Source: an optimization exercise on an open RTL-to-GDS flow (aim: small area and a short achievable clock period). Production flows keep margins and buffers that such runs may drop.
In this exercise RTL edits were held to simulation tests only and were not proved equivalent to the original.

## job 6124
// timing_recovery_top
module timing_recovery_top (
  input  logic               clk,
  input  logic               reset_n,
  input  logic [31:0]        sample_i,     
  output logic [31:0]        sym_o,        
  output logic               sym_valid_o,
  output logic [18:0]        err_o,        
  output logic signed [11:0] ctrl_o
);
Settings: LEC_CHECK=0, CAP_MARGIN=20, CORE_MARGIN=2, CORE_UTILIZATION=40, CTS_CLUSTER_DIAMETER=100, CTS_CLUSTER_SIZE=25, SLEW_MARGIN=20, TNS_END_PERCENT=30; clock period 12.0 ns.
standard.sh (not shown) runs the stock make flow with config.mk's settings and CLKGATE_MAP_FILE= SYNTH_SCRIPT=/design/flow/synth_recipe.tcl, a recipe that flattens the netlist after the stock synthesis.
==> flow/flow/run.sh <==
#!/bin/bash
# The standard layout (the standard.sh, unchanged synthesis and steps) with
# two make settings: the timing repair steps aim for 6 ns of setup slack
# (SETUP_SLACK_MARGIN=6), and every input and output port still gets its own
# buffer, but a buf_1 rather than the default delay buffer (BUFFER_PORTS_ARGS);
# the repair steps resize the ones on critical paths. The make output goes to
# standard_flow.log; each ORFS step also keeps its own log under orfs/logs.
set -euo pipefail
bash standard.sh SETUP_SLACK_MARGIN=6 "BUFFER_PORTS_ARGS=-buffer_cell sky130_fd_sc_hd__buf_1" finish > standard_flow.log 2>&1
Job 6124 completed every stage of the flow, and the final layout passed the timing, DRC and antenna checks.
## Diff of input files: job 3544 against job 6124
- a deleted TNS_END_PERCENT that had been 30
- an added PLACE_DENSITY of 0.75
==> flow/flow/run.sh <==
#!/bin/bash
# The standard layout (the standard.sh, unchanged synthesis and steps) with
# two make settings: the timing repair steps aim for 6.4 ns of setup slack
# (SETUP_SLACK_MARGIN=6.4), and every input and output port still gets its own
# buffer, but a buf_1 rather than the default delay buffer (BUFFER_PORTS_ARGS);
# the repair steps resize the ones on critical paths. The make output goes to
# standard_flow.log; each ORFS step also keeps its own log under orfs/logs.
set -euo pipefail
bash standard.sh SETUP_SLACK_MARGIN=6.4 "BUFFER_PORTS_ARGS=-buffer_cell sky130_fd_sc_hd__buf_1" finish > standard_flow.log 2>&1
--- outcome ---
Re cell row count: no difference whatsoever between job 3544 and job 6124.
Going from job 6124 to job 3544, reg-to-reg setup timing slack grows by 0.33 ns.
The more densely filled core belongs to job 3544, not job 6124.
Compared with job 6124, job 3544 ends up with a larger final cell area.
[inputs] job 6463 vs job 3544
- PLACE_DENSITY no longer set, was 0.75
==> flow/flow/run.sh <==
#!/bin/bash
# The standard layout (the standard.sh, unchanged synthesis and steps) with
# two make settings: the timing repair steps aim for 5.6 ns of setup slack
# (SETUP_SLACK_MARGIN=5.6), and every input and output port still gets its own
# buffer, but a buf_1 rather than the default delay buffer (BUFFER_PORTS_ARGS);
# the repair steps resize the ones on critical paths. The make output goes to
# standard_flow.log; each ORFS step also keeps its own log under orfs/logs.
set -euo pipefail
bash standard.sh SETUP_SLACK_MARGIN=5.6 "BUFFER_PORTS_ARGS=-buffer_cell sky130_fd_sc_hd__buf_1" finish > standard_flow.log 2>&1
==> comparison <==
- Note that the area of combinational cells with multiple inputs recorded for job 6463 amounts to 0.944 times the value seen in job 3544.
- Job 3544 → job 6463: tightest hold margin now smaller; post-route standard cell area excluding fillers -4.7%; post-synthesis async set-or-reset flop share did not really move.
[inputs] job 5214 vs job 6463
==> flow/flow/run.sh <==
#!/bin/bash
# The standard layout (the standard.sh, unchanged synthesis and steps) with
# two make settings: the timing repair steps aim for 6 ns of setup slack
# (SETUP_SLACK_MARGIN=6), and every input and output port still gets its own
# buffer, but a buf_1 rather than the default delay buffer (BUFFER_PORTS_ARGS);
# the repair steps resize the ones on critical paths. The make output goes to
# standard_flow.log; each ORFS step also keeps its own log under orfs/logs.
set -euo pipefail
bash standard.sh SETUP_SLACK_MARGIN=6 "BUFFER_PORTS_ARGS=-buffer_cell sky130_fd_sc_hd__buf_1" finish > standard_flow.log 2>&1
## What came out
- Job 6463 has a higher max-slew headroom at the worst pin than job 5214.
- Compared with job 6463, in job 5214 critical path depth rose 1; global-route wire length before repair rose about 9%; met3 usage in global routing rose 1.2 points; final core area utilization rose 0.33 points; total routed wirelength rose 8.4%.
- Job 5214: fmax 5.6% above job 6463

* * *

## job 8509
Another version of the RTL of timing_recovery_top (not shown whole).
Size: about 2,200 cells after synthesis, roughly 430 flip-flops, about 98 I/O pins.
make LEC_CHECK=0 CAP_MARGIN=20 CORE_MARGIN=2 CORE_UTILIZATION=40 SETUP_SLACK_MARGIN=5 SLEW_MARGIN=20 finish   # period 12.0 ns
run.sh (not shown) runs the stock make flow with config.mk's settings and CLKGATE_MAP_FILE= SYNTH_SCRIPT=/design/flow/synth_recipe.tcl, a recipe that flattens the netlist after the stock synthesis.
Stock flow here: none of the scripts above is used.
Job 8509: done, clean on timing, DRC and antenna
[inputs] job 3466 vs job 8509
==> flow/flow/run.sh (new file) <==
#!/bin/bash
# The standard layout (the standard.sh) with these make settings: SETUP_SLACK_MARGIN=7
# (ADDER_MAP_FILE empty leaves adders to ABC instead of full/half-adder cells;
# registers are mapped as in the standard synthesis. SETUP_SLACK_MARGIN makes the
# timing repair aim for that much setup slack.)
set -euo pipefail
bash standard.sh SETUP_SLACK_MARGIN=7 finish > standard_flow.log 2>&1
==> flow/standard.sh (new file) <==
#!/bin/bash
# synth_recipe.tcl (not shown) runs the flow's synth.tcl, then flattens the netlist and writes it again
# the make line also repeats each setting of config.mk as NAME=value (left out here)
make -C /OpenROAD-flow-scripts/flow DESIGN_CONFIG=/design/flow/config.mk WORK_HOME=/design/flow/orfs CLKGATE_MAP_FILE= SYNTH_SCRIPT=/design/flow/synth_recipe.tcl "${@:-finish}"
diff --git a/flow/config.mk b/flow/config.mk
--- a/flow/config.mk
+++ b/flow/config.mk
@@ -10,3 +10,2 @@
 export CORE_UTILIZATION = 40
-export SETUP_SLACK_MARGIN = 5
 export SLEW_MARGIN = 20
removed: flow/run.sh
==> run notes <==
- Re number of DRC markers in iteration 0: job 8509 was lower than job 3466.
- From job 8509 to job 3466 the numbers moved as follows: logic depth of the worst setup path including buffers went up, design area saw an increase.
Modified inputs, job 8828 compared to job 3466
==> flow/flow/run.sh <==
#!/bin/bash
# The standard layout (the standard.sh) with these make settings: ADDER_MAP_FILE= SETUP_SLACK_MARGIN=7
# (ADDER_MAP_FILE empty leaves adders to ABC instead of full/half-adder cells;
# registers are mapped as in the standard synthesis. SETUP_SLACK_MARGIN makes the
# timing repair aim for that much setup slack.)
set -euo pipefail
bash standard.sh ADDER_MAP_FILE= SETUP_SLACK_MARGIN=7 finish > standard_flow.log 2>&1
Job 8828 packs its core more tightly than job 3466. Job 3466 → job 8828: wire length of the first global-routing pass has increased, cell area after technology mapping has increased.

[what the ideal ports hide]
The flow's constraints put no driver on any port. The routed layouts listed below were extracted and timed again, unchanged, in two steps. Step 1: set_driving_cell puts a clkbuf_16 on clk and a buf_2 on each other input, an assumption about the parent block. Step 2 moves the port delays by t, midway between the first and last clock arrival at a register: inputs arrive t later, outputs are due t later. That takes back most of the time a late clock gives input paths. a / b / c = ideal / step 1 / step 2; a / b = the first two.
run	t, ns	slack for setup (ns)	clock arrival spread, ns	worst register clock-pin slew, ns
job 6124	0.621	5.941 / 5.960 / 5.339	0.018 / 0.018	0.10 / 0.10
job 3544	0.600	6.272 / 6.296 / 5.696	0.020 / 0.020	0.10 / 0.10
job 6463	0.625	5.769 / 5.805 / 5.181	0.027 / 0.027	0.10 / 0.10
job 5214	0.632	6.101 / 6.124 / 5.509	0.022 / 0.022	0.10 / 0.10
job 8509	0.644	5.203 / 5.227 / 4.583	0.031 / 0.030	0.08 / 0.08
job 3466	0.646	6.210 / 6.244 / 5.598	0.014 / 0.014	0.07 / 0.07
job 8828	0.653	6.870 / 6.887 / 6.241	0.045 / 0.045	0.07 / 0.07
After both steps every run listed still meets setup and hold. The setup slack of job 8828, which loses most, moves by +0.017 ns with the drivers and by -0.629 ns with both steps.
